Source: an optimization exercise on an open RTL-to-GDS flow (aim: small area). Production flows keep margins and buffers that such runs may drop. At most, simulation tests tie the RTL to the original design; equivalence was not proved. For runs 2 to 4, only the layout was checked, not whether the RTL still works. Power figures rest on the tool's default switching activity, not on a simulated workload.

===== flow/design.v =====
`default_nettype none
package ts_pkg;
    localparam int REG_VERSION = 0;
    localparam int REG_ENABLE = 2;
    localparam int REG_LOST = 3;
    localparam int REG_TIME0 = 8;
    localparam logic [7:0] VERSION = 8'd1;
    typedef enum logic [3:0] {
        TAG_LOW = 4'd1,
        TAG_MID = 4'd2,
        TAG_HIGH = 4'd3
    } ts_tag_e;
    typedef struct packed {
        logic [3:0] id;
        ts_tag_e tag;
        logic [23:0] payload;
    } ts_word_t;
    typedef struct packed {
        logic valid;
        logic [63:0] stamp;
    } ts_event_t;
    typedef enum logic [1:0] {
        IDLE,
        SEND_LOW,
        SEND_MID,
        SEND_HIGH
    } ts_pack_state_e;
endpackage
`default_nettype wire
`timescale 1ns/1ps
`default_nettype none
module ts_bus_regs #(
    parameter int ABUSWIDTH = 16
) (
    input  wire                 BUS_CLK,
    input  wire                 RST_SYNC,
    input  wire [ABUSWIDTH-1:0] bus_add,
    input  wire [7:0]           bus_data_in,
    input  wire                 bus_wr,
    input  wire                 bus_rd,
    input  wire                 evt_valid,
    input  wire                 evt_full,
    output logic [7:0]          bus_data_out,
    output logic                enable,
    output logic                core_rst,
    output logic [7:0]          time_we
);
    logic soft_rst;
    logic evt_drop;
    logic [7:0] lost_cnt;
    assign soft_rst = bus_wr && (bus_add == ABUSWIDTH'(ts_pkg::REG_VERSION));
    assign core_rst = RST_SYNC || soft_rst;
    always_comb begin
        for (int k = 0; k < 8; k++) begin
            time_we[k] = bus_wr && (bus_add == ABUSWIDTH'(ts_pkg::REG_TIME0 + k));
        end
    end
    assign evt_drop = evt_valid && evt_full;
    always_ff @(posedge BUS_CLK) begin
        if (core_rst) begin
            enable <= 1'b0;
        end else if (bus_wr && (bus_add == ABUSWIDTH'(ts_pkg::REG_ENABLE))) begin
            enable <= bus_data_in[0];
        end
    end
    always_ff @(posedge BUS_CLK) begin
        if (core_rst) begin
            lost_cnt <= '0;
        end else if (evt_drop && (lost_cnt != 8'hff)) begin
            lost_cnt <= lost_cnt + 8'd1;
        end
    end
    always_ff @(posedge BUS_CLK) begin
        if (RST_SYNC) begin
            bus_data_out <= '0;
        end else if (bus_rd) begin
            case (bus_add)
                ABUSWIDTH'(ts_pkg::REG_VERSION): bus_data_out <= ts_pkg::VERSION;
                ABUSWIDTH'(ts_pkg::REG_ENABLE): bus_data_out <= {7'b0, enable};
                ABUSWIDTH'(ts_pkg::REG_LOST): bus_data_out <= lost_cnt;
                default: bus_data_out <= '0;
            endcase
        end
    end
endmodule
`default_nettype wire
`timescale 1ns/1ps
`default_nettype none
module ts_capture (
    input  wire               BUS_CLK,
    input  wire               core_rst,
    input  wire               di,
    input  wire               enable,
    input  wire [7:0]         time_we,
    input  wire [7:0]         time_data,
    output ts_pkg::ts_event_t evt
);
    logic di_q;
    logic [63:0] counter;
    always_ff @(posedge BUS_CLK) begin
        if (core_rst) begin
            di_q <= 1'b0;
        end else begin
            di_q <= di;
        end
    end
    logic [63:0] counter_inc;
    logic [63:0] counter_next;
    assign counter_inc = counter + 64'd1;
    always_comb begin
        for (int k = 0; k < 8; k++) begin
            counter_next[8*k +: 8] = time_we[k] ? time_data : counter_inc[8*k +: 8];
        end
    end
    always_ff @(posedge BUS_CLK) begin
        if (core_rst) begin
            counter <= '0;
        end else begin
            counter <= counter_next;
        end
    end
    assign evt.valid = enable && di && !di_q;
    assign evt.stamp = counter;
endmodule
`default_nettype wire
`timescale 1ns/1ps
`default_nettype none
module ts_fifo #(
    parameter int WIDTH = 32,
    parameter int DEPTH = 16
) (
    input  wire              BUS_CLK,
    input  wire              core_rst,
    input  wire              wr,
    input  wire [WIDTH-1:0]  wdata,
    input  wire              rd,
    output logic [WIDTH-1:0] rdata,
    output logic             empty,
    output logic             full
);
    localparam int AW = (DEPTH > 1) ? $clog2(DEPTH) : 1;
    localparam int CW = $clog2(DEPTH + 1);
    logic [WIDTH-1:0] mem [DEPTH];
    logic [AW-1:0] wr_ptr;
    logic [AW-1:0] rd_ptr;
    logic [CW-1:0] count;
    logic do_wr;
    logic do_rd;
    function automatic logic [AW-1:0] next_ptr(input logic [AW-1:0] ptr);
        next_ptr = (ptr == AW'(DEPTH - 1)) ? '0 : ptr + 1'b1;
    endfunction
    assign empty = (count == '0);
    assign full = (count == CW'(DEPTH));
    assign do_wr = wr && !full;
    assign do_rd = rd && !empty;
    assign rdata = mem[rd_ptr];
    always_ff @(posedge BUS_CLK) begin
        if (do_wr) begin
            mem[wr_ptr] <= wdata;
        end
    end
    always_ff @(posedge BUS_CLK) begin
        if (core_rst) begin
            wr_ptr <= '0;
            rd_ptr <= '0;
            count <= '0;
        end else begin
            if (do_wr) begin
                wr_ptr <= next_ptr(wr_ptr);
            end
            if (do_rd) begin
                rd_ptr <= next_ptr(rd_ptr);
            end
            case ({do_wr, do_rd})
                2'b10: count <= count + 1'b1;
                2'b01: count <= count - 1'b1;
                default: count <= count;
            endcase
        end
    end
endmodule
`default_nettype wire
`timescale 1ns/1ps
`default_nettype none
module ts_word_packer #(
    parameter logic [3:0] IDENTIFIER = 4'b0001
) (
    input  wire              BUS_CLK,
    input  wire              core_rst,
    input  wire              evt_empty,
    input  wire [63:0]       evt_stamp,
    input  wire              out_full,
    output logic             evt_pop,
    output logic             out_wr,
    output ts_pkg::ts_word_t out_word
);
    ts_pkg::ts_pack_state_e state;
    ts_pkg::ts_pack_state_e state_next;
    logic [63:0] stamp_q;
    assign evt_pop = (state == ts_pkg::IDLE) && !evt_empty;
    assign out_wr = (state != ts_pkg::IDLE) && !out_full;
    always_comb begin
        state_next = state;
        case (state)
            ts_pkg::IDLE: begin
                if (!evt_empty) begin
                    state_next = ts_pkg::SEND_LOW;
                end
            end
            ts_pkg::SEND_LOW: begin
                if (!out_full) begin
                    state_next = ts_pkg::SEND_MID;
                end
            end
            ts_pkg::SEND_MID: begin
                if (!out_full) begin
                    state_next = ts_pkg::SEND_HIGH;
                end
            end
            ts_pkg::SEND_HIGH: begin
                if (!out_full) begin
                    state_next = ts_pkg::IDLE;
                end
            end
            default: state_next = ts_pkg::IDLE;
        endcase
    end
    always_ff @(posedge BUS_CLK) begin
        if (core_rst) begin
            state <= ts_pkg::IDLE;
        end else begin
            state <= state_next;
        end
    end
    always_ff @(posedge BUS_CLK) begin
        if (core_rst) begin
            stamp_q <= '0;
        end else if (evt_pop) begin
            stamp_q <= evt_stamp;
        end
    end
    always_comb begin
        out_word.id = IDENTIFIER;
        case (state)
            ts_pkg::SEND_MID: begin
                out_word.tag = ts_pkg::TAG_MID;
                out_word.payload = stamp_q[47:24];
            end
            ts_pkg::SEND_HIGH: begin
                out_word.tag = ts_pkg::TAG_HIGH;
                out_word.payload = {8'h00, stamp_q[63:48]};
            end
            default: begin
                out_word.tag = ts_pkg::TAG_LOW;
                out_word.payload = stamp_q[23:0];
            end
        endcase
    end
endmodule
`default_nettype wire
`timescale 1ns/1ps
`default_nettype none
module timestamp_core #(
    parameter int ABUSWIDTH = 16,
    parameter logic [3:0] IDENTIFIER = 4'b0001,
    parameter int EVT_DEPTH = 4,
    parameter int OUT_DEPTH = 16
) (
    input  wire                 BUS_CLK,
    input  wire                 RST_SYNC,
    input  wire [ABUSWIDTH-1:0] bus_add,
    input  wire [7:0]           bus_data_in,
    input  wire                 bus_wr,
    input  wire                 bus_rd,
    output logic [7:0]          bus_data_out,
    input  wire                 di,
    input  wire                 fifo_read,
    output logic                fifo_empty,
    output logic [31:0]         fifo_data
);
    logic core_rst;
    logic [7:0] time_we;
    logic enable;
    ts_pkg::ts_event_t evt;
    logic evt_full;
    logic evt_empty;
    logic evt_pop;
    logic [63:0] evt_head;
    logic out_full;
    logic out_wr;
    ts_pkg::ts_word_t out_word;
    ts_bus_regs #(
        .ABUSWIDTH(ABUSWIDTH)
    ) i_bus_regs (
        .BUS_CLK(BUS_CLK),
        .RST_SYNC(RST_SYNC),
        .bus_add(bus_add),
        .bus_data_in(bus_data_in),
        .bus_wr(bus_wr),
        .bus_rd(bus_rd),
        .evt_valid(evt.valid),
        .evt_full(evt_full),
        .bus_data_out(bus_data_out),
        .enable(enable),
        .core_rst(core_rst),
        .time_we(time_we)
    );
    ts_capture i_capture (
        .BUS_CLK(BUS_CLK),
        .core_rst(core_rst),
        .di(di),
        .enable(enable),
        .time_we(time_we),
        .time_data(bus_data_in),
        .evt(evt)
    );
    ts_fifo #(
        .WIDTH(64),
        .DEPTH(EVT_DEPTH)
    ) i_evt_fifo (
        .BUS_CLK(BUS_CLK),
        .core_rst(core_rst),
        .wr(evt.valid),
        .wdata(evt.stamp),
        .rd(evt_pop),
        .rdata(evt_head),
        .empty(evt_empty),
        .full(evt_full)
    );
    ts_word_packer #(
        .IDENTIFIER(IDENTIFIER)
    ) i_word_packer (
        .BUS_CLK(BUS_CLK),
        .core_rst(core_rst),
        .evt_empty(evt_empty),
        .evt_stamp(evt_head),
        .out_full(out_full),
        .evt_pop(evt_pop),
        .out_wr(out_wr),
        .out_word(out_word)
    );
    ts_fifo #(
        .WIDTH(32),
        .DEPTH(OUT_DEPTH)
    ) i_out_fifo (
        .BUS_CLK(BUS_CLK),
        .core_rst(core_rst),
        .wr(out_wr),
        .wdata(out_word),
        .rd(fifo_read),
        .rdata(fifo_data),
        .empty(fifo_empty),
        .full(out_full)
    );
endmodule
`default_nettype wire

===== flow/run.sh =====
#!/bin/bash
# synth_recipe.tcl (not shown) runs the flow's synth.tcl, then flattens the netlist and writes it again
# the make line also repeats each setting of config.mk as NAME=value (left out here)
make -C /OpenROAD-flow-scripts/flow DESIGN_CONFIG=/design/flow/config.mk WORK_HOME=/design/flow/orfs CLKGATE_MAP_FILE= SYNTH_SCRIPT=/design/flow/synth_recipe.tcl finish

===== flow/config.mk =====
export PLATFORM = sky130hd
export DESIGN_NAME = timestamp_core
export DESIGN_NICKNAME = timestamp_core
export VERILOG_FILES = /design/flow/design.v
export SDC_FILE = /design/flow/constraint.sdc
export NUM_CORES = 4
export LEC_CHECK = 0
export CAP_MARGIN = 20
export CORE_MARGIN = 2
export CORE_UTILIZATION = 40
export SLEW_MARGIN = 20

===== flow/constraint.sdc =====
create_clock -name core_clock -period 6.0 [get_ports {BUS_CLK}]
set_input_delay 1.2000 -clock core_clock [delete_from_list [all_inputs] [get_ports {BUS_CLK}]]
set_output_delay 1.2000 -clock core_clock [all_outputs]
set_load 0.01 [all_outputs]

==> results.yml, run 1 <==
floorplanning:
  die_area_um2: 85800
  pin_count: 71
  fp.coreArea_um2: 82400
  die_w_um: 293
  start_util_pct: 40.5
  die_h_um: 293
  fp-row-count: 105
critical_path:
  path_common_cell: "mux4_2"
  regToRegStartpoint: "i_word_packer.state[1]"
  crit_slowest_cell: "dfxtp_4"
  crit_required_ps: 4800
  worstPathArrival_ps: 3510
  crit_family: "multiplexers"
  worstSetupPathType: "flip-flop to output port"
  slowest_delay_ps: 760
  start_kind: "flip-flop"
  path_cells: "buf_4 -> mux4_2 -> mux4_2 -> clkdlybuf4s50_1"
  end_kind: "output port"
  path_max_fanout: 30
  worst-path-buf-inv: 2
final_layout:
  final_cell_count_no_fill: 3239
  seq_area_um2: 23600
  nets: 2152
  multi_input_area_um2: 9340
  area_growth_pct: 14.8
  layout-drive-gt1-share_pct: 19.3
  fillers: 6987
drt:
  wire_per_inst_um: 23.0
  route.detailed.drc: 0
  firstDrtPassIters: 5
  via_per_inst: 5.46
  num_vias: 17700
  drt_wl_total_um: 74600
  ant_nets: 0
  first_iter_violations: 1331
clock_network:
  insertion_delay_ps: 640
  cts_num_sinks: 844
  cts_tree: "built"
  cts-root-buf: "clkbuf_16"
  ctsHoldBuffers: 0
  htreeDepth: 3
  clkTransAtPathRegs_ps: 60
  cts_buffer_depth: 3
  post-cts-setup-buffer-count: 0
  numCtsBuffers: 87
  cts_resized: 0
sta:
  rsz0062_at_grt: "false"
  min_period_ps: 4710
  fin_hold_ws_ps: 453
  tns_ps: 0
  fmax_mhz: 212
  final_hold_viol_count: 0
  final_max_slew_viol_count: 0
  setup_viol: 0
  skew_ps: 38.2
  relSlewSlack_pct: 29.2
  tightest_slew_ps: 1060
  fin_ws_ps: 1290
  period_share_pct: 78.5
run:
  drv_cap: 0
placement:
  place_hpwl_um: 42900
  port_buffers: 64
  gp_congestion: 0.828
  dp_slack_ps: 1840
  placed_cells: 3080
synth:
  async_reset_ff_share_pct: 0
  ys_ff_latch: 844
  syn_inst: 2010
  synth_area_um2: 33400
  postSynthAreaPerCell_um2: 16.6
  synth_edf_count: 672
  synth_ff_type: "edfxtp_1"
  synth_seq_area_share_pct: 70.8
  yosysWarnings: 5
  yosysUniqueCellTypes: 57
grt:
  antenna_found_initial: 0
  grt_util_all_layers_pct: 17.5
  grt_pass1_vias: 18100
  gr-total-overflow: 0
  grt_max_degree: 79
  grt_pass1_wl_um: 113000
power_and_ir_drop:
  power.density_nw_per_um2: 332
  irDropWorstVdd_uv: 227
  leakagePower_nw: 11.9
min_path:
  min_from: "i_word_packer.stamp_q[25]"
  hold_path.class: "flip-flop to flip-flop"
run_status:
  status: "finished clean"
-- placed cells by master, fill, tap and decap left out, drive strengths merged, types with 7 or more instances in the layout --
master / Yosys / routed
a22oi: 18 / 18
nor3: 26 / 26
mux4: 194 / 194
and2: 9 / 9
nor4: 21 / 21
clkinv: 0 / 27
xnor2: 34 / 34
a211oi: 20 / 20
a21oi: 117 / 117
or4: 7 / 7
buf: 46 / 44
nand3: 36 / 36
bufinv: 0 / 9
nand2: 224 / 224
nor2: 99 / 99
edfxtp: 672 / 672
and3: 11 / 11
ha: 22 / 22
nand4: 32 / 32
nor2b: 12 / 12
mux2i: 8 / 8
nand2b: 15 / 15
clkdlybuf4s50: 0 / 64
inv: 21 / 24
xor2: 44 / 44
o21ai: 52 / 52
dfxtp: 172 / 172
clkbuf: 66 / 118
-- cells by family after synthesis --
kind of cell    Yosys count  share of synthesized area (%)
other cells               2                         0.0225
buf+inv                 133                           1.67
fa+ha+maj                23                          0.885
compound gates          223                           3.78
flops                   844                           70.8
mux                     202                           13.3
xor+xnor                 78                           2.05
simple gates            505                           7.48
-- flip-flops by register name, summed over array words and instances (netlist names), named ones only --
register,cells
i_evt_fifo.count,3
i_evt_fifo.rd_ptr,2
i_out_fifo.wr_ptr,4
i_capture.counter,64
i_bus_regs.bus_data_out,8
i_out_fifo.mem,416
i_word_packer.stamp_q,64
i_word_packer.state,2
i_evt_fifo.mem,256
i_out_fifo.rd_ptr,4
i_capture.di_q,1
i_evt_fifo.wr_ptr,2
i_bus_regs.enable,1
i_out_fifo.count,5
i_bus_regs.lost_cnt,8
-- synth_stat cells, types with 2 or more instances --
cell type / number / area share (%)
edfxtp_1: 672 / 60
nand2_1: 224 / 2.5
mux4_2: 194 / 13
dfxtp_1: 172 / 10
a21oi_1: 117 / 1.8
nor2_1: 99 / 1.1
clkbuf_1: 66 / 0.74
o21ai_0: 45 / 0.67
xor2_1: 44 / 1.2
xnor2_1: 34 / 0.89
nand3_1: 33 / 0.49
nand4_1: 29 / 0.54
nor3_1: 26 / 0.39
buf_2: 23 / 0.34
ha_1: 22 / 0.82
inv_1: 21 / 0.24
a211oi_1: 20 / 0.45
a22oi_1: 18 / 0.40
buf_1: 15 / 0.17
nand2b_1: 15 / 0.28
nor2b_1: 12 / 0.22
nor4_1: 10 / 0.19
and2_1: 8 / 0.15
and3_1: 8 / 0.15
buf_4: 8 / 0.18
mux2i_1: 8 / 0.24
o21ai_1: 7 / 0.10
nor4_2: 6 / 0.22
nor4_4: 5 / 0.32
a31oi_1: 4 / 0.075
and4_1: 4 / 0.10
or4_4: 4 / 0.13
a21o_1: 3 / 0.067
and3_2: 3 / 0.067
nand3_2: 3 / 0.090
or4_1: 3 / 0.067
and4_2: 2 / 0.060
conb_1: 2 / 0.023
nand4_4: 2 / 0.13
or3_1: 2 / 0.037
-- through the flow --
stage	utilization (%)	instance area [µm²]	power [mW]
floorplan	-	33400	7.10
global placement	43.0	35400	7.43
detailed placement	43.0	35400	7.45
CTS	46.5	38300	12.9
global route	46.5	38300	13.1
finish	46.5	38300	12.7
-- path summary, 6_finish.rpt --
kind,to,slack (ps),depth (start not counted)
worst max-delay path,fifo_data[1],1290,4
worst min-delay path,i_word_packer.stamp_q[25],450,2
worst max register to register,i_out_fifo.count[4],2710,13
worst min register to register,i_word_packer.stamp_q[25],450,2
-- tightest hold or removal path, delay by kind of cell (launching register included) --
family / cells / cell delay (ps)
flip-flops: 1 / 310
AO/OA/AOI/OAI: 1 / 50
AND/OR/NAND/NOR: 1 / 50
-- where the power goes --
part | leakage (nW) | switching, mW | total [mW] | internal (mW)
combinational | 2.89 | 0.409 | 0.921 | 0.512
sequential | 7.57 | 0.0686 | 6.38 | 6.31
clock | 1.41 | 2.20 | 5.41 | 3.21
-- area by class of cell --
| type | count | share of cell area, % |
|---|---|---|
| multi-input cells | 1037 | 24.4 |
| inverters | 21 | 0.206 |
| clock inverters | 40 | 1.24 |
| diodes | 1 | 0.00653 |
| well taps | 1070 | 3.50 |
| flip-flops and latches | 844 | 61.7 |
| repair buffers | 108 | 2.67 |
| clock buffers | 118 | 6.28 |
-- metal layers --
metal | wire, µm | vias up | global-route usage [%]
li1 | - | 7988 | -
met1 | 32500 | 9139 | 23.6
met2 | 36900 | 464 | 29.7
met3 | 3670 | 108 | 2.55
met4 | 1500 | 0 | 4.94
met5 | 0 | - | 0
==> run 2: changes to the inputs <==
==> flow/design.v (replaced) <==
`timescale 1ns/1ps
`default_nettype none
module timestamp_core #(
    parameter int ABUSWIDTH = 16,
    parameter logic [3:0] IDENTIFIER = 4'b0001,
    parameter int EVT_DEPTH = 4,
    parameter int OUT_DEPTH = 16
) (
    input  wire                 BUS_CLK,
    input  wire                 RST_SYNC,
    input  wire [ABUSWIDTH-1:0] bus_add,
    input  wire [7:0]           bus_data_in,
    input  wire                 bus_wr,
    input  wire                 bus_rd,
    output logic [7:0]          bus_data_out,
    input  wire                 di,
    input  wire                 fifo_read,
    output logic                fifo_empty,
    output logic [31:0]         fifo_data
);
    localparam int NLM = 10;
    localparam int NH = 11;
    logic core_rst;
    logic enable;
    logic [7:0] lost_cnt;
    logic di_q;
    logic [63:0] tb;
    logic [2:0] ecnt;
    logic [1:0] pst;
    logic [4:0] ocnt;
    logic [1:0] hph;
    logic [3:0] rpos;
    logic [23:0] bank_l [NLM];
    logic [23:0] bank_m [NLM];
    logic [15:0] bank_h [NH];
    logic evt, store, pop, ofull, owr, ord, hpop;
    assign core_rst = RST_SYNC || (bus_wr && bus_add == 16'd0);
    always_ff @(posedge BUS_CLK) begin
        if (core_rst) enable <= 1'b0;
        else if (bus_wr && bus_add == 16'd2) enable <= bus_data_in[0];
    end
    always_ff @(posedge BUS_CLK) begin
        if (RST_SYNC) bus_data_out <= '0;
        else if (bus_rd) begin
            case (bus_add)
                16'd0: bus_data_out <= 8'h01;
                16'd2: bus_data_out <= {7'b0, enable};
                16'd3: bus_data_out <= lost_cnt;
                default: bus_data_out <= '0;
            endcase
        end
    end
    logic [63:0] tb_inc;
    assign tb_inc = tb + 64'd1;
    always_ff @(posedge BUS_CLK) begin
        if (core_rst) begin
            tb <= '0;
            di_q <= 1'b0;
        end else begin
            di_q <= di;
            for (int k = 0; k < 8; k++)
                tb[8*k +: 8] <= (bus_wr && bus_add == 16'(8 + k)) ? bus_data_in : tb_inc[8*k +: 8];
        end
    end
    assign evt = enable && di && !di_q;
    assign store = evt && (ecnt != 3'd4);
    assign pop = (pst == 2'd0) && (ecnt != 3'd0);
    assign ofull = ocnt[4];
    assign owr = (pst != 2'd0) && !ofull;
    assign ord = fifo_read && (ocnt != 5'd0);
    assign hpop = ord && (hph == 2'd3);
    always_ff @(posedge BUS_CLK) begin
        if (core_rst) lost_cnt <= '0;
        else if (evt && ecnt == 3'd4 && lost_cnt != 8'hff) lost_cnt <= lost_cnt + 8'd1;
    end
    always_ff @(posedge BUS_CLK) begin
        if (core_rst) begin
            ecnt <= '0;
            pst <= '0;
            ocnt <= '0;
            hph <= 2'd1;
            rpos <= 4'hf;
        end else begin
            ecnt <= ecnt + {2'b0, store} - {2'b0, pop};
            if (pop) pst <= 2'd1;
            else if (owr) pst <= (pst == 2'd3) ? 2'd0 : pst + 2'd1;
            ocnt <= ocnt + {4'b0, owr} - {4'b0, ord};
            rpos <= rpos + {3'b0, store} - {3'b0, hpop};
            if (ord) hph <= (hph == 2'd3) ? 2'd1 : hph + 2'd1;
        end
    end
    always_ff @(posedge BUS_CLK) begin
        if (store) begin
            bank_l[0] <= tb[23:0];
            bank_m[0] <= tb[47:24];
            bank_h[0] <= tb[63:48];
            for (int i = 1; i < NLM; i++) begin
                bank_l[i] <= bank_l[i-1];
                bank_m[i] <= bank_m[i-1];
            end
            for (int i = 1; i < NH; i++) bank_h[i] <= bank_h[i-1];
        end
    end
    assign fifo_empty = (ocnt == 5'd0);
    always_comb begin
        fifo_data = {IDENTIFIER, 2'b00, hph, 24'h0};
        for (int i = 0; i < NLM; i++) begin
            if (rpos == 4'(i) && hph == 2'd1) fifo_data[23:0] = fifo_data[23:0] | bank_l[i];
            if (rpos == 4'(i) && hph == 2'd2) fifo_data[23:0] = fifo_data[23:0] | bank_m[i];
        end
        for (int i = 0; i < NH; i++)
            if (rpos == 4'(i) && hph == 2'd3) fifo_data[15:0] = fifo_data[15:0] | bank_h[i];
    end
endmodule
`default_nettype wire
==> results.yml, run 2 <==
run_status:
  status: "finished clean"
synth:
  synth_ff_type: "edfxtp_1"
  synth_seq_area_share_pct: 74.5
  yosysWarnings: 4
  synth_top_cell_area_share_pct: 67.8
  yosysMostFrequentCell: "edfxtp_1"
  async_reset_ff_share_pct: 0
  synth_edf_count: 656
  yosys.area.top_type: "edfxtp_1"
  ys_top_cells_by_area: "edfxtp_1, dfxtp_1, a22oi_1"
  synth_area_um2: 29100
  yosysUniqueCellTypes: 62
  postSynthAreaPerCell_um2: 15.5
  synth_commonest_cells: "edfxtp_1, a22oi_1, nor2_1, dfxtp_1, nand2_1"
  syn_inst: 1879
  ys_ff_latch: 754
final_layout:
  nets: 2030
  final_cell_mix: "edfxtp_1, a22oi_1, dfxtp_1"
  largestRegisters: "bank_l x240, bank_m x240, bank_h x176"
  area_growth_pct: 15.7
  final_core_util_pct: 46.9
  finalInstanceArea_um2: 33600
  layout-drive-gt1-share_pct: 9.97
  layout_commonest_cell: "edfxtp_1"
  fillers: 6073
floorplanning:
  die_w_um: 274
  start_util_pct: 40.5
  die_h_um: 274
  pin_count: 71
  die_area_um2: 74900
  fp.coreArea_um2: 71700
  fp-row-count: 98
critical_path:
  path_cells: "ha_1 -> nand2_1 -> nor2_1 -> buf_4 -> a22o_1 -> a221oi_1 -> and3_1 -> nand4_1 -> clkdlybuf4s50_1"
  worstPathArrival_ps: 4550
  end_kind: "output port"
  worstSetupPathType: "flip-flop to output port"
  crit_required_ps: 4800
  start_kind: "flip-flop"
  crit_slowest_cell: "nor2_1"
  path_max_fanout: 14
  slowest_delay_ps: 960
run:
  drv_cap: 0
placement:
  dp_slack_ps: 1030
  place_hpwl_um: 54600
  port_buffers: 64
  gp_congestion: 0.877
  placed_area_um2: 31200
clock_network:
  cts_tree: "built"
  cts_resized: 0
  cts_num_sinks: 754
  clkTransAtPathRegs_ps: 70
  htreeDepth: 3
  numCtsBuffers: 76
  cts_buffer_depth: 3
  insertion_delay_ps: 650
  ctsHoldBuffers: 0
  cts-root-buf: "clkbuf_16"
  post-cts-setup-buffer-count: 0
drt:
  route.detailed.drc: 0
  num_vias: 18200
  via_per_inst: 6.08
  firstDrtPassIters: 5
  ant_nets: 0
  first_iter_violations: 2524
  wire_per_inst_um: 28.0
  drt_wl_total_um: 83500
power_and_ir_drop:
  leakagePower_nw: 11.0
  irDropWorstVdd_uv: 228
  p_total_mw: 11.7
  power.density_nw_per_um2: 348
sta:
  period_share_pct: 95.9
  setup_viol: 0
  tightest_slew_ps: 1190
  relSlewSlack_pct: 20.4
  final_hold_viol_count: 0
  skew_ps: 28.9
  min_period_ps: 5750
  tns_ps: 0
  rsz0062_at_grt: "false"
  fin_ws_ps: 245
  fmax_mhz: 174
  final_max_slew_viol_count: 0
min_path:
  hold_path.class: "flip-flop to flip-flop"
grt:
  antenna_found_initial: 4
  grt_pass1_wl_um: 121000
  gr-total-overflow: 0
  grt_max_degree: 101
  grt_util_all_layers_pct: 22.2
  grt_pass1_vias: 17600
run 2: area by class of cell:
cell class | instances | area (µm²) | share of cell area (%)
Inverter | 22 | 86.3 | 0.257
Antenna cell | 1 | 2.50 | 0.00744
Sequential cell | 754 | 21700 | 64.4
Timing Repair Buffer | 118 | 1130 | 3.37
Multi-Input combinational cell | 1003 | 7100 | 21.1
Clock buffer | 96 | 2000 | 5.94
Clock inverter | 43 | 477 | 1.42
Tap cell | 950 | 1190 | 3.53
run 2: per-stage QoR:
step	hold WS, ps	instances
after floorplan	407	1883
after global placement	428	2847
after detailed placement	432	2847
after CTS	434	2986
after global routing	448	2986
final	429	2987
run 2: critical path: cells and delay by family (launching register included):
kind | cells | cell delay (ps)
adders and majority gates | 1 | 470
AOI/OAI and AO/OA | 2 | 240
DFF | 1 | 410
and+or+nand+nor | 4 | 1830
buffers and inverters | 2 | 960
run 2: path summary, 6_finish.rpt:
path                  from             to  slack, ps  cells after the start
max                 hph[1]  fifo_data[22]        250                      9
min          bank_l[8][16]  bank_l[9][16]        430                      0
max reg2reg        ocnt[2]        ocnt[4]       3000                     14
min reg2reg  bank_l[8][16]  bank_l[9][16]        430                      0
run 2: logic make-up after synthesis:
kind of cell | share of synthesized area [%]
other | 0.0258
AND/OR/NAND/NOR | 8.06
XOR/XNOR | 2.26
buffers and inverters | 1.77
adder cells (fa/ha/maj) | 1.15
flip-flops | 74.5
AO/OA/AOI/OAI | 10.6
multiplexers | 1.60
run 2: routing by layer:
layer  up-vias  GRT usage, %  wire [µm]
li1       7714             -          -
met1      9157          31.0      33900
met2      1106          32.8      37200
met3       185          6.58       9430
met4         2          8.07       3000
met5         -             0         11
run 2: power by group:
part / leakage [nW] / switching (mW) / total, mW / internal, mW
logic: 3.11 / 0.691 / 1.18 / 0.494
registers: 6.70 / 0.0694 / 5.73 / 5.66
clock network: 1.21 / 2.05 / 4.78 / 2.73
total: 11.0 / 2.81 / 11.7 / 8.88
==> run 3: changes to the inputs <==
--- a/flow/config.mk
+++ b/flow/config.mk
@@ -8,4 +8,8 @@
 export CAP_MARGIN = 20
 export CORE_MARGIN = 2
-export CORE_UTILIZATION = 40
+export CORE_UTILIZATION = 70
+export CTS_BUF_LIST = sky130_fd_sc_hd__clkbuf_8
+export CTS_CLUSTER_DIAMETER = 40
+export CTS_CLUSTER_SIZE = 16
+export PLACE_DENSITY = 0.8
 export SLEW_MARGIN = 20
==> results.yml, run 3 <==
final_layout:
  final_cell_count_no_fill: 2573
  layout_commonest_cell: "edfxtp_1"
  layout-drive-gt1-share_pct: 11.1
  area_growth_pct: 11.2
  largestRegisters: "bank_l x240, bank_m x240, bank_h x176"
  fillers: 2214
  nets: 2031
  final_cell_mix: "edfxtp_1, a22oi_1, dfxtp_1"
floorplanning:
  pin_count: 71
  fp-row-count: 74
  die_area_um2: 43200
  start_util_pct: 71.0
  die_w_um: 208
  fp.coreArea_um2: 40900
  die_h_um: 208
critical_path:
  ff2ff_setup_slack_ps: 3150
  worstSetupPathType: "flip-flop to output port"
  path_max_fanout: 33
  end_kind: "output port"
  reg2reg_depth: 5
  crit_required_ps: 4800
  start_kind: "flip-flop"
  worstPathArrival_ps: 4520
drt:
  ant_nets: 0
  wl_met2_um: 35400
  via_per_inst: 7.25
  firstDrtPassIters: 9
  first_iter_violations: 3128
  drt_wl_total_um: 78700
  met1_length_um: 27200
  dr_wl_met3_um: 11200
  route.detailed.drc: 0
  top_layer: "met4"
  num_vias: 18600
  wire_per_inst_um: 30.6
grt:
  grt_util_all_layers_pct: 36.4
  grt_pass1_wl_um: 115000
  gr-total-overflow: 0
  grt_max_degree: 117
  grt_pass1_vias: 18100
  antenna_found_initial: 0
placement:
  placed_cells: 2425
  port_buffers: 64
  place_hpwl_um: 51700
  gp_congestion: 0.962
synth:
  yosysMostFrequentCell: "edfxtp_1"
  synth_ff_type: "edfxtp_1"
  synth_edf_count: 656
  synth_seq_area_share_pct: 74.5
  syn_inst: 1879
  synth_commonest_cells: "edfxtp_1, a22oi_1, nor2_1, dfxtp_1, nand2_1"
  ys_ff_latch: 754
  ys_top_cells_by_area: "edfxtp_1, dfxtp_1, a22oi_1"
  postSynthAreaPerCell_um2: 15.5
  async_reset_ff_share_pct: 0
  synth_area_um2: 29100
  yosysUniqueCellTypes: 62
  synth_top_cell_area_share_pct: 67.8
  yosysWarnings: 4
  yosys.area.top_type: "edfxtp_1"
clock_network:
  cts_buffer_depth: 3
  post-cts-setup-buffer-count: 0
  cts_resized: 0
  htreeDepth: 3
  cts_tree: "built"
  cts_num_sinks: 754
  insertion_delay_ps: 700
  cts-root-buf: "clkbuf_8"
  ctsHoldBuffers: 0
  numCtsBuffers: 81
  clkTransAtPathRegs_ps: 90
power_and_ir_drop:
  irDropWorstVdd_uv: 219
  power.density_nw_per_um2: 325
  p_total_mw: 10.5
  leakagePower_nw: 10.7
sta:
  tightest_slew_ps: 1130
  final_max_slew_viol_count: 0
  setup_viol: 0
  tns_ps: 0
  relSlewSlack_pct: 24.6
  final_hold_viol_count: 0
  min_period_ps: 5720
  rsz0062_at_grt: "false"
  period_share_pct: 95.3
  fmax_mhz: 175
  skew_ps: 28.1
min_path:
  whs_path_depth: 0
  hold_path.class: "flip-flop to flip-flop"
run_status:
  status: "finished clean"
run:
  drv_cap: 0
[run 3: cell counts after synthesis]
Identical to the previous run, type by type.
[run 3: metal layers]
layer | up-vias | global-route usage, %
li1 | 7704 | -
met1 | 9011 | 48.4
met2 | 1586 | 54.6
met3 | 346 | 11.3
met4 | 0 | 19.3
met5 | - | 0
[run 3: worst max-delay path: stages, from the launching register on]
cell and delay [ps]:
dfxtp_2 920, nor2_1 440, and3_1 420, buf_4 250, a222oi_1 560, o21ai_0 360, nor2_1 180, nand4_1 160
clkdlybuf4s50_1 520
[run 3: power breakdown]
part	switching, mW	total, mW	internal (mW)
clock	2.00	3.63	1.63
sequential	0.103	5.75	5.65
combinational	0.631	1.12	0.491
[run 3: per-stage QoR]
stage	area [µm²]	utilization (%)	setup WS, ps	hold slack (ps)
finish	32300	79.0	280	433
global route	32300	79.0	220	433
CTS	32300	79.0	321	424
detailed placement	30600	74.7	1090	431
global placement	30600	74.7	1040	426
floorplan	29100	-	-5720	407
[run 3: cells by family (layout without fill, tap and decap cells)]
kind of cell | count (synthesis) | count (layout) | synth area share [%]
compound gates | 415 | 415 | 10.6
xor+xnor | 75 | 75 | 2.26
fa+ha+maj | 25 | 25 | 1.15
buf+inv | 126 | 283 | 1.77
flops | 754 | 754 | 74.5
mux | 45 | 45 | 1.60
other cells | 2 | 7 | 0.0258
simple gates | 437 | 437 | 8.06
[run 3: area by class of cell]
cell class	count	area, µm²	share of cell area, %
Sequential cell	754	21700	67.0
Multi-Input combinational cell	1003	7060	21.8
Clock buffer	85	1170	3.62
Timing Repair Buffer	114	1110	3.42
Tap cell	532	666	2.06
Clock inverter	62	583	1.80
Inverter	22	86.3	0.267
Antenna cell	1	2.50	0.00774
[run 3: worst paths after layout]
kind | from | endpoint
worst max-delay path | rpos[1] | fifo_data[21]
worst max register to register | ecnt[1] | bank_h[4][15]
worst min register to register | bank_h[6][10] | bank_h[7][10]
worst min-delay path | bank_h[6][10] | bank_h[7][10]
==> run 4: changes to the inputs <==
--- a/flow/config.mk
+++ b/flow/config.mk
@@ -9,7 +9,7 @@
 export CORE_MARGIN = 2
 export CORE_UTILIZATION = 70
-export CTS_BUF_LIST = sky130_fd_sc_hd__clkbuf_8
-export CTS_CLUSTER_DIAMETER = 40
-export CTS_CLUSTER_SIZE = 16
+export CTS_BUF_LIST = sky130_fd_sc_hd__clkbuf_16
+export CTS_CLUSTER_DIAMETER = 60
+export CTS_CLUSTER_SIZE = 30
 export PLACE_DENSITY = 0.8
 export SLEW_MARGIN = 20
==> results.yml, run 4 <==
final_layout:
  layout_commonest_cell: "edfxtp_1"
  nets: 1989
  area_growth_pct: 9.98
  layout-drive-gt1-share_pct: 8.05
  final_core_util_pct: 78.1
  antennaDiodeCount: 0
  largestRegisters: "bank_l x240, bank_m x240, bank_h x176"
  fillers: 2259
  final_cell_mix: "edfxtp_1, a22oi_1, dfxtp_1"
grt:
  grt_pass1_vias: 17700
  antenna_found_initial: 1
  grt_util_all_layers_pct: 35.8
  gr-total-overflow: 0
  grt_pass1_wl_um: 113000
  grt_max_degree: 117
critical_path:
  ff2ff_setup_slack_ps: 3130
  regToRegStartpoint: "ecnt[1]"
  start_kind: "flip-flop"
  cp-startpoint: "rpos[1]"
  reg2reg_depth: 5
  worstPathArrival_ps: 4450
  crit_required_ps: 4800
  rr_endpoint: "bank_h[9][15]"
  end_kind: "output port"
  path_max_fanout: 33
  crit_path_end: "fifo_data[21]"
  worstSetupPathType: "flip-flop to output port"
drt:
  ant_nets: 0
  num_vias: 18200
  wl_met2_um: 34900
  firstDrtPassIters: 6
  wire_per_inst_um: 31.0
  met1_length_um: 26800
  route.detailed.drc: 0
  first_iter_violations: 3042
  via_per_inst: 7.30
  drt_wl_total_um: 77400
  top_layer: "met4"
  dr_wl_met3_um: 10800
synth:
  synth_seq_area_share_pct: 74.5
  async_reset_ff_share_pct: 0
  yosys.area.top_type: "edfxtp_1"
  postSynthAreaPerCell_um2: 15.5
  synth_edf_count: 656
  ys_top_cells_by_area: "edfxtp_1, dfxtp_1, a22oi_1"
  syn_inst: 1879
  synth_top_cell_area_share_pct: 67.8
  yosysUniqueCellTypes: 62
  yosysWarnings: 4
  yosysMostFrequentCell: "edfxtp_1"
  synth_area_um2: 29100
  synth_ff_type: "edfxtp_1"
  ys_ff_latch: 754
  synth_commonest_cells: "edfxtp_1, a22oi_1, nor2_1, dfxtp_1, nand2_1"
sta:
  final_max_slew_viol_count: 0
  rsz0062_at_grt: "false"
  period_share_pct: 94.1
  skew_ps: 33.6
  min_period_ps: 5650
  relSlewSlack_pct: 27.4
  fin_hold_ws_ps: 442
  setup_viol: 0
  tightest_slew_ps: 1090
  final_hold_viol_count: 0
  fmax_mhz: 177
clock_network:
  clkTransAtPathRegs_ps: 100
  cts_num_sinks: 754
  ctsHoldBuffers: 0
  numCtsBuffers: 39
  insertion_delay_ps: 610
  htreeDepth: 2
  cts_resized: 0
  cts_tree: "built"
  post-cts-setup-buffer-count: 0
  cts-root-buf: "clkbuf_16"
  cts_buffer_depth: 3
floorplanning:
  start_util_pct: 71.0
  fp.coreArea_um2: 40900
  die_h_um: 208
  die_w_um: 208
  fp-row-count: 74
  die_area_um2: 43200
  pin_count: 71
run_status:
  status: "finished clean"
power_and_ir_drop:
  clkPwrFrac_pct: 31.9
  power_frac_seq_pct: 57.1
  power_switching_mw: 2.51
  p_sw_share_pct: 24.9
  leakagePower_nw: 10.5
  p_int_mw: 7.57
  irDropWorstVdd_uv: 256
  power.density_nw_per_um2: 315
  share_comb_of_total_power_pct: 11.1
placement:
  place_hpwl_um: 51700
  port_buffers: 64
  gp_congestion: 0.962
run:
  drv_cap: 0
min_path:
  hold_path.class: "flip-flop to flip-flop"
[run 4: cell counts after synthesis]
No cell type changed its count.
[run 4: worst min-delay path by stage]
stage                            start           end  depth (start not counted)
final                     bank_h[3][2]  bank_h[4][2]                          0
after global routing      bank_h[3][2]  bank_h[4][2]                          0
after CTS                 bank_h[3][2]  bank_h[4][2]                          0
after detailed placement  bank_m[7][0]  bank_m[8][0]                          0
after global placement    bank_m[5][0]  bank_m[6][0]                          0
after floorplan                  tb[2]  bank_l[0][2]                          0
[run 4: per-layer routing]
layer  vias up  track usage [%]
met5         -                0
met4         0             17.9
met3       310             10.3
met2      1550             54.3
met1      8765             48.1
li1       7583                -
[run 4: kinds of logic (layout without fill, tap and decap cells)]
family | after synthesis | count (layout) | synth area share [%]
AO/OA/AOI/OAI | 415 | 415 | 10.6
XOR/XNOR | 75 | 75 | 2.26
adder cells (fa/ha/maj) | 25 | 25 | 1.15
buffers and inverters | 126 | 206 | 1.77
flip-flops | 754 | 754 | 74.5
multiplexers | 45 | 45 | 1.60
other | 2 | 6 | 0.0258
AND/OR/NAND/NOR | 437 | 437 | 8.06
[run 4: final cells by class]
cell class | instances | area [µm²] | area share (%)
Inverter | 22 | 86.3 | 0.270
Clock inverter | 29 | 365 | 1.14
Timing Repair Buffer | 114 | 1110 | 3.46
Clock buffer | 41 | 1030 | 3.21
Multi-Input combinational cell | 1003 | 7060 | 22.1
Sequential cell | 754 | 21700 | 67.8
Tap cell | 532 | 666 | 2.08
[run 4: per-stage QoR]
step	power [mW]	std cells	worst slack [ps]	instance area (µm²)	setup TNS [ps]
6_report	10.1	2495	353	32000	0
5_1_grt	10.3	2495	284	32000	0
4_1_cts	10.1	2495	401	32000	0
3_5_place_dp	6.96	2425	1090	30600	0
3_3_place_gp	6.91	2425	1040	30600	0
2_1_floorplan	6.48	1883	-5720	29100	-3751710
[run 4: worst max-delay path: stages, from the launching register on]
cell and delay, ps:
dfxtp_2 930, nor2_1 440, and3_1 420, buf_4 260
a222oi_1 590, o21ai_0 350, nor2_1 180, nand4_1 150
clkdlybuf4s50_1 510
[run 4: power by group through the flow]
stage	logic, mW	registers, mW	clock network (mW)
6_report	1.11	5.75	3.22
4_1_cts	1.10	5.75	3.22
5_1_grt	1.18	5.76	3.38
3_5_place_dp	1.09	5.87	0
2_1_floorplan	0.682	5.80	0
3_3_place_gp	1.04	5.87	0
==> run 5: changes to the inputs <==
--- a/flow/design.v
+++ b/flow/design.v
@@ -1,2 +1,56 @@
+`timescale 1ns/1ps
+`default_nettype none
+module ts_tbit (
+    input  wire t,
+    input  wire c,
+    input  wire d,
+    input  wire ld,
+    input  wire kp,
+    output wire n,
+    output wire co
+);
+    assign co = t & c;
+    assign n = (ld & d) | (kp & (t ^ c));
+endmodule
+module ts_aoi3 (
+    input  wire a0, input wire b0,
+    input  wire a1, input wire b1,
+    input  wire a2, input wire b2,
+    output wire y
+);
+    assign y = ~((a0 & b0) | (a1 & b1) | (a2 & b2));
+endmodule
+module ts_aoi2 (
+    input  wire a0, input wire b0,
+    input  wire a1, input wire b1,
+    output wire y
+);
+    assign y = ~((a0 & b0) | (a1 & b1));
+endmodule
+module ts_col31 (
+    input  wire [30:0] s,
+    input  wire [30:0] d,
+    output wire        o
+);
+    wire [10:0] y;
+    for (genvar g = 0; g < 10; g++) begin : g_grp
+        ts_aoi3 u (.a0(s[3*g]), .b0(d[3*g]), .a1(s[3*g+1]), .b1(d[3*g+1]), .a2(s[3*g+2]), .b2(d[3*g+2]), .y(y[g]));
+    end
+    assign y[10] = ~(s[30] & d[30]);
+    assign o = ~&y;
+endmodule
+module ts_col20 (
+    input  wire [19:0] s,
+    input  wire [19:0] d,
+    output wire        o
+);
+    wire [6:0] y;
+    for (genvar g = 0; g < 6; g++) begin : g_grp
+        ts_aoi3 u (.a0(s[3*g]), .b0(d[3*g]), .a1(s[3*g+1]), .b1(d[3*g+1]), .a2(s[3*g+2]), .b2(d[3*g+2]), .y(y[g]));
+    end
+    ts_aoi2 u_last (.a0(s[18]), .b0(d[18]), .a1(s[19]), .b1(d[19]), .y(y[6]));
+    assign o = ~&y;
+endmodule
+`default_nettype wire
 `timescale 1ns/1ps
 `default_nettype none
@@ -51,15 +105,26 @@
         end
     end
-    logic [63:0] tb_inc;
-    assign tb_inc = tb + 64'd1;
+    logic [7:0] tld, tkp, tall;
+    logic [8:0] tcy;
+    logic [63:0] tb_next;
+    assign tcy[0] = 1'b1;
+    for (genvar k = 0; k < 8; k++) begin : g_tbyte
+        assign tld[k] = bus_wr && bus_add == 16'(8 + k) && !RST_SYNC;
+        assign tkp[k] = !(bus_wr && bus_add == 16'(8 + k)) && !core_rst;
+        assign tall[k] = &tb[8*k +: 8];
+        assign tcy[k+1] = tcy[k] & tall[k];
+        logic [8:0] lc;
+        assign lc[0] = tcy[k];
+        for (genvar j = 0; j < 8; j++) begin : g_tbit
+            ts_tbit u_bit (
+                .t(tb[8*k+j]), .c(lc[j]), .d(bus_data_in[j]), .ld(tld[k]), .kp(tkp[k]),
+                .n(tb_next[8*k+j]), .co(lc[j+1])
+            );
+        end
+    end
     always_ff @(posedge BUS_CLK) begin
-        if (core_rst) begin
-            tb <= '0;
-            di_q <= 1'b0;
-        end else begin
-            di_q <= di;
-            for (int k = 0; k < 8; k++)
-                tb[8*k +: 8] <= (bus_wr && bus_add == 16'(8 + k)) ? bus_data_in : tb_inc[8*k +: 8];
-        end
+        tb <= tb_next;
+        if (core_rst) di_q <= 1'b0;
+        else di_q <= di;
     end
     assign evt = enable && di && !di_q;
@@ -102,13 +167,31 @@
         end
     end
+    logic [30:0] rsel;
+    always_comb begin
+        for (int i = 0; i < NH; i++) begin
+            rsel[i] = rpos == 4'(i) && hph == 2'd3;
+            if (i < NLM) begin
+                rsel[NH + i] = rpos == 4'(i) && hph == 2'd1;
+                rsel[NH + NLM + i] = rpos == 4'(i) && hph == 2'd2;
+            end
+        end
+    end
     assign fifo_empty = (ocnt == 5'd0);
-    always_comb begin
-        fifo_data = {IDENTIFIER, 2'b00, hph, 24'h0};
-        for (int i = 0; i < NLM; i++) begin
-            if (rpos == 4'(i) && hph == 2'd1) fifo_data[23:0] = fifo_data[23:0] | bank_l[i];
-            if (rpos == 4'(i) && hph == 2'd2) fifo_data[23:0] = fifo_data[23:0] | bank_m[i];
+    assign fifo_data[31:24] = {IDENTIFIER, 2'b00, hph};
+    for (genvar j = 0; j < 24; j++) begin : g_col
+        logic [30:0] d;
+        for (genvar i = 0; i < NLM; i++) begin : g_lm
+            assign d[NH + i] = bank_l[i][j];
+            assign d[NH + NLM + i] = bank_m[i][j];
         end
-        for (int i = 0; i < NH; i++)
-            if (rpos == 4'(i) && hph == 2'd3) fifo_data[15:0] = fifo_data[15:0] | bank_h[i];
+        if (j < 16) begin : g_lo
+            for (genvar i = 0; i < NH; i++) begin : g_h
+                assign d[i] = bank_h[i][j];
+            end
+            ts_col31 u_col (.s(rsel), .d(d), .o(fifo_data[j]));
+        end else begin : g_hi
+            assign d[NH-1:0] = '0;
+            ts_col20 u_col (.s(rsel[30:NH]), .d(d[30:NH]), .o(fifo_data[j]));
+        end
     end
 endmodule
==> flow/flow/run.sh (new file) <==
#!/bin/bash
set -e
export CTS_ARGS="-sink_clustering_enable -repair_clock_nets -sink_clustering_size 30 -sink_clustering_max_diameter 60 -buf_list sky130_fd_sc_hd__clkbuf_16 -dont_use_dummy_load -root_buf sky130_fd_sc_hd__clkbuf_8 -tree_buf sky130_fd_sc_hd__clkbuf_8"
export BUFFER_PORTS_ARGS="-buffer_cell sky130_fd_sc_hd__buf_1"
bash standard.sh > standard.log 2>&1
==> flow/standard.sh (new file) <==
#!/bin/bash
# synth_recipe.tcl (not shown) runs the flow's synth.tcl, then flattens the netlist and writes it again
# the make line also repeats each setting of config.mk as NAME=value (left out here)
make -C /OpenROAD-flow-scripts/flow DESIGN_CONFIG=/design/flow/config.mk WORK_HOME=/design/flow/orfs CLKGATE_MAP_FILE= SYNTH_SCRIPT=/design/flow/synth_recipe.tcl "${@:-finish}"
--- a/flow/config.mk
+++ b/flow/config.mk
@@ -14,2 +14,4 @@
 export PLACE_DENSITY = 0.8
 export SLEW_MARGIN = 20
+export SYNTH_HIERARCHICAL = 1
+export SYNTH_MINIMUM_KEEP_SIZE = 0
removed: flow/run.sh
==> results.yml, run 5 <==
drt:
  ant_nets: 0
  wire_per_inst_um: 30.8
  drt_wl_total_um: 64600
  via_per_inst: 7.57
  first_iter_violations: 3361
  firstDrtPassIters: 8
  num_vias: 15900
  route.detailed.drc: 0
synth:
  synth_seq_area_share_pct: 78.5
  postSynthAreaPerCell_um2: 18.8
  synth_top_family_by_area: "compound AO/OA/AOI/OAI gates"
  synthMuxAreaShare_pct: 0.0726
  synth_area_um2: 27600
  yosys.area.top_type: "edfxtp_1"
  yosysWarnings: 10
  synth_fa_ha_area_share_pct: 4.07
  yosysUniqueCellTypes: 54
  syn_inst: 1464
  yosysMostFrequentCell: "edfxtp_1"
  ys_top_cells_by_area: "edfxtp_1, a222oi_1, dfxtp_1"
  synth_edf_count: 656
  yosys.area_share.simple_pct: 4.77
  synth_compound_area_share_pct: 11.5
  async_reset_ff_share_pct: 0
  ys_ff_latch: 754
  synth_commonest_cells: "edfxtp_1, a222oi_1, dfxtp_1, ha_1, a22o_1"
  synth-xor-area-share_pct: 0.254
  synth_top_cell_area_share_pct: 71.4
  synth_ff_type: "edfxtp_1"
critical_path:
  crit_family: "simple AND/OR/NAND/NOR gates"
  crit_required_ps: 4800
  regToRegStartpoint: "tb[7]"
  crit_slowest_cell: "nor2_4"
  worstSetupPathType: "flip-flop to output port"
  path_max_fanout: 24
  end_kind: "output port"
  start_kind: "flip-flop"
  path_cells: "inv_1 -> ha_1 -> nand2_1 -> nor2_4 -> a222oi_1 -> and4_1 -> nand4_1 -> buf_1"
  worstPathArrival_ps: 3390
  slowest_delay_ps: 900
  worst-path-buf-inv: 2
  cp-startpoint: "hph[1]"
clock_network:
  clkTransAtPathRegs_ps: 100
  ctsHoldBuffers: 0
  cts-root-buf: "clkbuf_8"
  insertion_delay_ps: 700
  cts_buffer_depth: 3
  cts_num_sinks: 754
  post-cts-setup-buffer-count: 0
  numCtsBuffers: 38
  cts_resized: 0
  htreeDepth: 2
  cts_tree: "built"
grt:
  gr-total-overflow: 0
  grt_use_met3_pct: 8.23
  grt_util_met1_pct: 47.0
  grt_pass1_wl_um: 96000
  grt_max_degree: 103
  grt_pass1_vias: 15500
  grt_util_all_layers_pct: 32.0
  antenna_found_initial: 0
  grt-busiest-layer: "met1"
  gr-usage-met2_pct: 47.0
placement:
  gp_congestion: 0.870
  port_buffers: 64
  placed_cells: 2058
  placed_area_um2: 28700
  place_hpwl_um: 39300
final_layout:
  largestRegisters: "bank_l x240, bank_m x240, bank_h x176"
  final_cell_mix: "edfxtp_1, a222oi_1, dfxtp_1"
  finalInstanceArea_um2: 29700
  layout-drive-gt1-share_pct: 7.03
  layout_commonest_cell: "edfxtp_1"
  area_growth_pct: 7.54
  nets: 1698
  final_cell_count_no_fill: 2097
power_and_ir_drop:
  irDropWorstVdd_uv: 251
  power.density_nw_per_um2: 299
  leakagePower_nw: 9.15
floorplanning:
  pin_count: 71
  start_util_pct: 71.2
  fp.coreArea_um2: 38700
  die_h_um: 203
  fp-row-count: 72
  die_area_um2: 41000
  die_w_um: 203
sta:
  skew_ps: 55.4
  min_period_ps: 4590
  relSlewSlack_pct: 19.1
  period_share_pct: 76.5
  tightest_slew_ps: 1210
  fmax_mhz: 218
  rsz0062_at_grt: "false"
  final_max_slew_viol_count: 0
  final_hold_viol_count: 0
  setup_viol: 0
  tns_ps: 0
run:
  drv_cap: 0
min_path:
  min_from: "bank_m[7][10]"
  hold_path.class: "flip-flop to flip-flop"
run_status:
  status: "finished clean"
## run 5: cell types whose count changed in the layout (fill, tap and decap cells not counted), moves of 23 or more
cell / change
a222oi_1: +199
clkdlybuf4s50_1: -64
buf_1: +64
mux2i_1: -40
a211oi_1: -35
ha_1: +63
nand3_1: -43
xor2_1: -44
nand2_1: -55
o21ai_0: -41
a221oi_1: -62
nor2_1: -76
a22oi_1: -139
xnor2_1: -23
## run 5: cells by family after synthesis
kind of cell / after synthesis
AOI/OAI and AO/OA: 339
xor gates and xnor gates: 8
adders and majority gates: 88
buffers and inverters: 42
DFF: 754
muxes: 2
other: 2
and+or+nand+nor: 229
## run 5: routing by layer
metal  vias up  routed length (µm)
met5         -                   0
met4         0                2760
met3       186                9440
met2      1194               28700
met1      7865               23700
li1       6634                   -
## run 5: area by class of cell
type                       instances  area, µm²
sequential                       754      21700
tap                              518        648
clock buffer                      38        895
antenna                            1       2.50
fill                            2191       9070
inverter                          23       90.1
timing repair buffer              90        502
multi-input combinational        673       5860
## run 5: modules after synthesis (local to each module, per instance)
module          times used  cell area [µm²]
ts_aoi3                208             10.0
ts_tbit                 64             21.3
ts_col31                16             27.5
timestamp_core           1            23500
ts_aoi2                  8             12.5
ts_col20                 8             15.0
## run 5: per-stage QoR
| stage | setup WS [ps] | total power [mW] | hold slack, ps | utilization (%) |
|---|---|---|---|---|
| 2_1_floorplan | -5710 | 6.23 | 412 | - |
| 3_3_place_gp | 1930 | 6.43 | 426 | 74.2 |
| 3_5_place_dp | 1880 | 6.47 | 432 | 74.2 |
| 4_1_cts | 1180 | 8.89 | 427 | 76.5 |
| 5_1_grt | 1290 | 9.12 | 437 | 76.6 |
| 6_report | 1410 | 8.88 | 420 | 76.6 |
## run 5: power breakdown
group	total (mW)	internal, mW	switching (mW)	leakage, nW
clock network	2.52	1.05	1.47	0.443
registers	5.69	5.65	0.0420	5.97
logic	0.666	0.254	0.412	2.73
## run 5: worst paths after layout
check / end / slack (ps) / depth (start not counted)
setup / recovery: fifo_data[23] / 1410 / 8
hold reg to reg: bank_m[8][10] / 420 / 0
hold / removal: bank_m[8][10] / 420 / 0
setup reg to reg: tb[63] / 2430 / 13
==> run 6: changes to the inputs <==
==> flow/run.sh (new file) <==
#!/bin/bash
# synth_recipe.tcl (not shown) runs the flow's synth.tcl, then flattens the netlist and writes it again
# the make line also repeats each setting of config.mk as NAME=value (left out here)
make -C /OpenROAD-flow-scripts/flow DESIGN_CONFIG=/design/flow/config.mk WORK_HOME=/design/flow/orfs CLKGATE_MAP_FILE= SYNTH_SCRIPT=/design/flow/synth_recipe.tcl finish
removed: flow/flow/run.sh
removed: flow/standard.sh
==> results.yml, run 6 <==
synth:
  synth_top_cell_area_share_pct: 71.4
  ys_top_cells_by_area: "edfxtp_1, a222oi_1, dfxtp_1"
  yosysWarnings: 10
  synth_area_um2: 27600
  synth_seq_area_share_pct: 78.5
  synth_edf_count: 656
  yosysUniqueCellTypes: 54
  async_reset_ff_share_pct: 0
  yosysMostFrequentCell: "edfxtp_1"
  yosys.area.top_type: "edfxtp_1"
  postSynthAreaPerCell_um2: 18.8
  ys_ff_latch: 754
  synth_commonest_cells: "edfxtp_1, a222oi_1, dfxtp_1, ha_1, a22o_1"
  synth_ff_type: "edfxtp_1"
  syn_inst: 1464
drt:
  via_per_inst: 7.47
  num_vias: 15900
  wire_per_inst_um: 30.4
  drt_wl_total_um: 64900
  first_iter_violations: 3087
  ant_nets: 0
  route.detailed.drc: 0
  firstDrtPassIters: 9
critical_path:
  worstPathArrival_ps: 3820
  end_kind: "output port"
  cp-startpoint: "hph[1]"
  reg2reg_depth: 13
  path_max_fanout: 13
  start_kind: "flip-flop"
  regToRegStartpoint: "tb[7]"
  worstSetupPathType: "flip-flop to output port"
  crit_required_ps: 4800
clock_network:
  htreeDepth: 2
  cts_tree: "built"
  insertion_delay_ps: 590
  post-cts-setup-buffer-count: 0
  cts-root-buf: "clkbuf_16"
  cts_num_sinks: 754
  clkTransAtPathRegs_ps: 110
  ctsHoldBuffers: 0
  cts_resized: 0
  numCtsBuffers: 40
  cts_buffer_depth: 3
power_and_ir_drop:
  p_sw_share_pct: 23.6
  p_int_mw: 7.35
  clkPwrFrac_pct: 33.2
  power_frac_seq_pct: 59.2
  irDropWorstVdd_uv: 323
  power.density_nw_per_um2: 314
  leakagePower_nw: 9.56
  share_comb_of_total_power_pct: 7.7
  p_total_mw: 9.62
  power_switching_mw: 2.27
sta:
  fin_ws_ps: 983
  min_period_ps: 5020
  rsz0062_at_grt: "false"
  period_share_pct: 83.6
  setup_viol: 0
  final_hold_viol_count: 0
  final_max_slew_viol_count: 0
  fmax_mhz: 199
  fin_hold_ws_ps: 445
  relSlewSlack_pct: 16.7
  tightest_slew_ps: 1250
  skew_ps: 21.5
final_layout:
  seq_area_um2: 21700
  final_cell_mix: "edfxtp_1, a222oi_1, dfxtp_1"
  final_cell_count_no_fill: 2131
  nets: 1700
  final_core_util_pct: 79.0
  layout-drive-gt1-share_pct: 8.68
  area_growth_pct: 11.0
  multi_input_area_um2: 5850
  largestRegisters: "bank_l x240, bank_m x240, bank_h x176"
  fillers: 2042
  layout_commonest_cell: "edfxtp_1"
grt:
  grt_pass1_vias: 15400
  antenna_found_initial: 0
  gr-total-overflow: 0
  grt_max_degree: 142
  grt_util_all_layers_pct: 31.7
  grt_pass1_wl_um: 95500
run_status:
  status: "finished clean"
placement:
  port_buffers: 64
  dp_slack_ps: 1730
  placed_cells: 2056
  place_hpwl_um: 38600
  gp_congestion: 0.847
min_path:
  whs_path_depth: 0
  hold_path.class: "flip-flop to flip-flop"
  min_from: "bank_l[1][6]"
floorplanning:
  die_w_um: 203
  fp-row-count: 72
  fp.coreArea_um2: 38700
  pin_count: 71
  die_h_um: 203
  start_util_pct: 71.2
  die_area_um2: 41000
run:
  drv_cap: 0
==> run 6: cell counts after synthesis <==
No cell type changed its count.
==> run 6: critical path, cell delays in order, from the launching register on <==
cell and delay [ps]:
dfxtp_1 430, ha_1 270, nand2_1 210, nor2_2 890, buf_4 420, a222oi_1 150
nand4_1 170, a2111o_1 150, clkdlybuf4s50_1 540
==> run 6: per-layer routing <==
layer / wire length, µm / vias to the layer above / share of wire [%] / track usage (%)
met3: 9170 / 147 / 14 / 7.35
met5: 0 / - / 0 / 0
li1: - / 6705 / - / -
met2: 29600 / 1196 / 46 / 47.9
met4: 2480 / 0 / 3.8 / 13.3
met1: 23700 / 7866 / 36 / 45.6
==> run 6: logic make-up (layout without fill, tap and decap cells) <==
family          after synthesis  in the layout  synth area share [%]
flops                       754            754                  78.5
compound gates              339            339                  11.5
buf+inv                      42            185                 0.735
other cells                   2              8                0.0272
xor+xnor                      8              8                 0.254
simple gates                229            229                  4.77
mux                           2              2                0.0726
fa+ha+maj                    88             88                  4.07
==> run 6: final timing paths <==
check	endpoint	slack, ps
max	fifo_data[2]	980
max reg2reg	tb[63]	2370
min	bank_l[2][6]	440
min reg2reg	bank_l[2][6]	440
==> run 6: cell type report <==
| cell class | instances | area share, % |
|---|---|---|
| Sequential cell | 754 | 70.8 |
| Multi-Input combinational cell | 673 | 19.1 |
| Clock buffer | 41 | 3.35 |
| Timing Repair Buffer | 90 | 3.08 |
| Tap cell | 518 | 2.12 |
| Clock inverter | 31 | 1.26 |
| Inverter | 23 | 0.294 |
| Antenna cell | 1 | 0.00818 |
==> run 6: modules after synthesis (local to each module, per instance) <==
module          flops+latches  cells inside  copies in the design
timestamp_core            754          1040                     1
ts_aoi2                     0             1                     8
ts_aoi3                     0             1                   208
ts_col20                    0             2                     8
ts_col31                    0             4                    16
ts_tbit                     0             2                    64
==> run 6: power groups by stage <==
stage,combinational (mW),sequential (mW),clock (mW)
global placement,0.698,5.80,0
finish,0.737,5.69,3.19
floorplan,0.433,5.80,0
global route,0.806,5.70,3.37
detailed placement,0.725,5.81,0
CTS,0.733,5.69,3.22
==> run 6: through the flow <==
step / cell area [µm²] / setup TNS, ps
floorplan: 27600 / -3747910
global placement: 29100 / 0
detailed placement: 29100 / 0
CTS: 30500 / 0
global route: 30600 / 0
finish: 30600 / 0
==> run 7: changes to the inputs <==
==> flow/flow/run.sh (new file) <==
#!/bin/bash
set -e
export CTS_ARGS="-sink_clustering_enable -repair_clock_nets -sink_clustering_size 30 -sink_clustering_max_diameter 60 -buf_list {sky130_fd_sc_hd__clkbuf_4 sky130_fd_sc_hd__clkbuf_8} -sink_clustering_buffer sky130_fd_sc_hd__clkbuf_16 -root_buf sky130_fd_sc_hd__clkbuf_8 -dont_use_dummy_load"
export BUFFER_PORTS_ARGS="-buffer_cell sky130_fd_sc_hd__buf_1"
bash standard.sh > standard.log 2>&1
==> flow/standard.sh (new file) <==
#!/bin/bash
# synth_recipe.tcl (not shown) runs the flow's synth.tcl, then flattens the netlist and writes it again
# the make line also repeats each setting of config.mk as NAME=value (left out here)
make -C /OpenROAD-flow-scripts/flow DESIGN_CONFIG=/design/flow/config.mk WORK_HOME=/design/flow/orfs CLKGATE_MAP_FILE= SYNTH_SCRIPT=/design/flow/synth_recipe.tcl "${@:-finish}"
removed: flow/run.sh
==> results.yml, run 7 <==
synth:
  postSynthAreaPerCell_um2: 18.8
  synth_edf_count: 656
  ys_top_cells_by_area: "edfxtp_1, a222oi_1, dfxtp_1"
  synth_seq_area_share_pct: 78.5
  synth_area_um2: 27600
  synth_top_cell_area_share_pct: 71.4
  synth_commonest_cells: "edfxtp_1, a222oi_1, dfxtp_1, ha_1, a22o_1"
  yosysWarnings: 10
  yosysUniqueCellTypes: 54
  synth_ff_type: "edfxtp_1"
  syn_inst: 1464
  ys_ff_latch: 754
  async_reset_ff_share_pct: 0
  yosysMostFrequentCell: "edfxtp_1"
  yosys.area.top_type: "edfxtp_1"
sta:
  fmax_mhz: 218
  setup_viol: 0
  relSlewSlack_pct: 19.1
  final_hold_viol_count: 0
  rsz0062_at_grt: "false"
  tns_ps: 0
  final_max_slew_viol_count: 0
  period_share_pct: 76.5
  fin_hold_ws_ps: 420
  fin_ws_ps: 1410
  min_period_ps: 4590
  tightest_slew_ps: 1210
  skew_ps: 55.4
grt:
  grt_pass1_wl_um: 96000
  grt_pass1_vias: 15500
  gr-usage-met2_pct: 47.0
  gr-total-overflow: 0
  grt-busiest-layer: "met1"
  grt_use_met3_pct: 8.23
  antenna_found_initial: 0
  grt_util_all_layers_pct: 32.0
  grt_max_degree: 103
  grt_util_met1_pct: 47.0
final_layout:
  layout-drive-gt1-share_pct: 7.03
  nets: 1698
  layout_commonest_cell: "edfxtp_1"
  final_cell_mix: "edfxtp_1, a222oi_1, dfxtp_1"
  fillers: 2191
  area_growth_pct: 7.54
  largestRegisters: "bank_l x240, bank_m x240, bank_h x176"
  final_cell_count_no_fill: 2097
min_path:
  min_to: "bank_m[8][10]"
  hold_path.class: "flip-flop to flip-flop"
  min_from: "bank_m[7][10]"
  whs_path_depth: 0
floorplanning:
  die_h_um: 203
  pin_count: 71
  die_w_um: 203
  fp-row-count: 72
  fp.coreArea_um2: 38700
  start_util_pct: 71.2
  die_area_um2: 41000
drt:
  num_vias: 15900
  first_iter_violations: 3361
  firstDrtPassIters: 8
  route.detailed.drc: 0
  drt_wl_total_um: 64600
  ant_nets: 0
  via_per_inst: 7.57
  wire_per_inst_um: 30.8
critical_path:
  worstSetupPathType: "flip-flop to output port"
  reg2reg_depth: 13
  rr_endpoint: "tb[63]"
  crit_required_ps: 4800
  end_kind: "output port"
  ff2ff_setup_slack_ps: 2430
  path_max_fanout: 24
  worstPathArrival_ps: 3390
  regToRegStartpoint: "tb[7]"
  start_kind: "flip-flop"
clock_network:
  insertion_delay_ps: 700
  cts-root-buf: "clkbuf_8"
  cts_tree: "built"
  htreeDepth: 2
  post-cts-setup-buffer-count: 0
  cts_num_sinks: 754
  ctsHoldBuffers: 0
  cts_buffer_depth: 3
  clkTransAtPathRegs_ps: 100
  numCtsBuffers: 38
  cts_resized: 0
placement:
  placed_cells: 2058
  place_hpwl_um: 39300
  gp_congestion: 0.870
  port_buffers: 64
  dp_slack_ps: 1880
power_and_ir_drop:
  power.density_nw_per_um2: 299
  irDropWorstVdd_uv: 251
  p_total_mw: 8.88
  leakagePower_nw: 9.15
run:
  drv_cap: 0
run_status:
  status: "finished clean"
## run 7: worst max path at each step
stage | start | end | slack, ps
detailed placement | rpos[1] | fifo_data[23] | 1880
floorplan | di | bank_h[0][0] | -5710
global placement | rpos[1] | fifo_data[23] | 1930
finish | hph[1] | fifo_data[23] | 1410
global route | hph[0] | fifo_data[6] | 1290
CTS | rpos[1] | fifo_data[23] | 1180
## run 7: kinds of logic (layout without fill, tap and decap cells)
| logic type | count (synthesis) | after routing | synth area share [%] |
|---|---|---|---|
| AO/OA/AOI/OAI | 339 | 339 | 11.5 |
| multiplexers | 2 | 2 | 0.0726 |
| XOR/XNOR | 8 | 8 | 0.254 |
| flip-flops | 754 | 754 | 78.5 |
| buffers and inverters | 42 | 151 | 0.735 |
| other | 2 | 8 | 0.0272 |
| adder cells (fa/ha/maj) | 88 | 88 | 4.07 |
| AND/OR/NAND/NOR | 229 | 229 | 4.77 |
## run 7: per-layer routing
| metal | up-vias | part of all wire, % |
|---|---|---|
| li1 | 6634 | - |
| met3 | 186 | 15 |
| met1 | 7865 | 37 |
| met2 | 1194 | 44 |
| met4 | 0 | 4.3 |
| met5 | - | 0 |
## run 7: cell type report
class | count | area, µm² | share of cell area (%)
inverter | 23 | 90.1 | 0.304
tap | 518 | 648 | 2.19
multi-input combinational | 673 | 5860 | 19.8
antenna | 1 | 2.50 | 0.00844
sequential | 754 | 21700 | 73.0
clock buffer | 38 | 895 | 3.02
timing repair buffer | 90 | 502 | 1.69
## run 7: worst max-delay path, cell delays in order, from the launching register on
cell and delay, ps:
dfxtp_1 350, inv_1 80, ha_1 280, nand2_1 280, nor2_4 900, a222oi_1 290, and4_1 290, nand4_1 100
buf_1 170
## run 7: per-stage QoR
step | instance area (µm²) | util, %
finish | 29700 | 76.6
global route | 29700 | 76.6
CTS | 29600 | 76.5
detailed placement | 28700 | 74.2
global placement | 28700 | 74.2
floorplan | 27600 | -
## run 7: modules after synthesis (local to each module, per instance)
module / flops+latches / copies in the design / cell area [µm²] / cells
timestamp_core: 754 / 1 / 23500 / 1040
ts_col31: 0 / 16 / 27.5 / 4
ts_tbit: 0 / 64 / 21.3 / 2
ts_aoi3: 0 / 208 / 10.0 / 1
ts_aoi2: 0 / 8 / 12.5 / 1
ts_col20: 0 / 8 / 15.0 / 2
## run 7: report_power, final
part           switching [mW]  internal [mW]
Combinational           0.412          0.254
Sequential             0.0420           5.65
Clock                    1.47           1.05

## afterwards: timing with drivers on the ports
In the flow no input, the clock included, has a driving cell. The finished layouts below were timed again as built, in two steps. Step 1 sets driving cells, clkbuf_16 on the clock port and buf_2 on the other inputs (assumed; they add their load-dependent delay and slew). Step 2 moves the port delays by t, midway between the first and last clock arrival at a register: inputs arrive t later, outputs are due t later. That takes back most of the time a late clock gives input paths. Three values: ideal ports, drivers, drivers and shift; two values: the first two.
run | t (ns) | setup slack, ns | hold slack, ns | clock arrival spread, ns
run 1 | 0.685 | 1.291 / 1.227 / 1.913 | 0.453 / 0.453 / 0.453 | 0.041 / 0.041
run 2 | 0.693 | 0.245 / 0.182 / 0.874 | 0.429 / 0.429 / 0.429 | 0.033 / 0.033
run 3 | 0.740 | 0.280 / 0.226 / 0.967 | 0.433 / 0.433 / 0.433 | 0.035 / 0.035
run 4 | 0.645 | 0.353 / 0.298 / 0.942 | 0.442 / 0.442 / 0.442 | 0.035 / 0.035
run 5 | 0.720 | 1.410 / 1.357 / 2.076 | 0.420 / 0.420 / 0.420 | 0.065 / 0.065
run 6 | 0.637 | 0.983 / 0.927 / 1.564 | 0.445 / 0.445 / 0.445 | 0.030 / 0.030
run 7 | 0.720 | 1.410 / 1.357 / 2.076 | 0.420 / 0.420 / 0.420 | 0.065 / 0.065
After both steps every run listed still meets setup and hold.
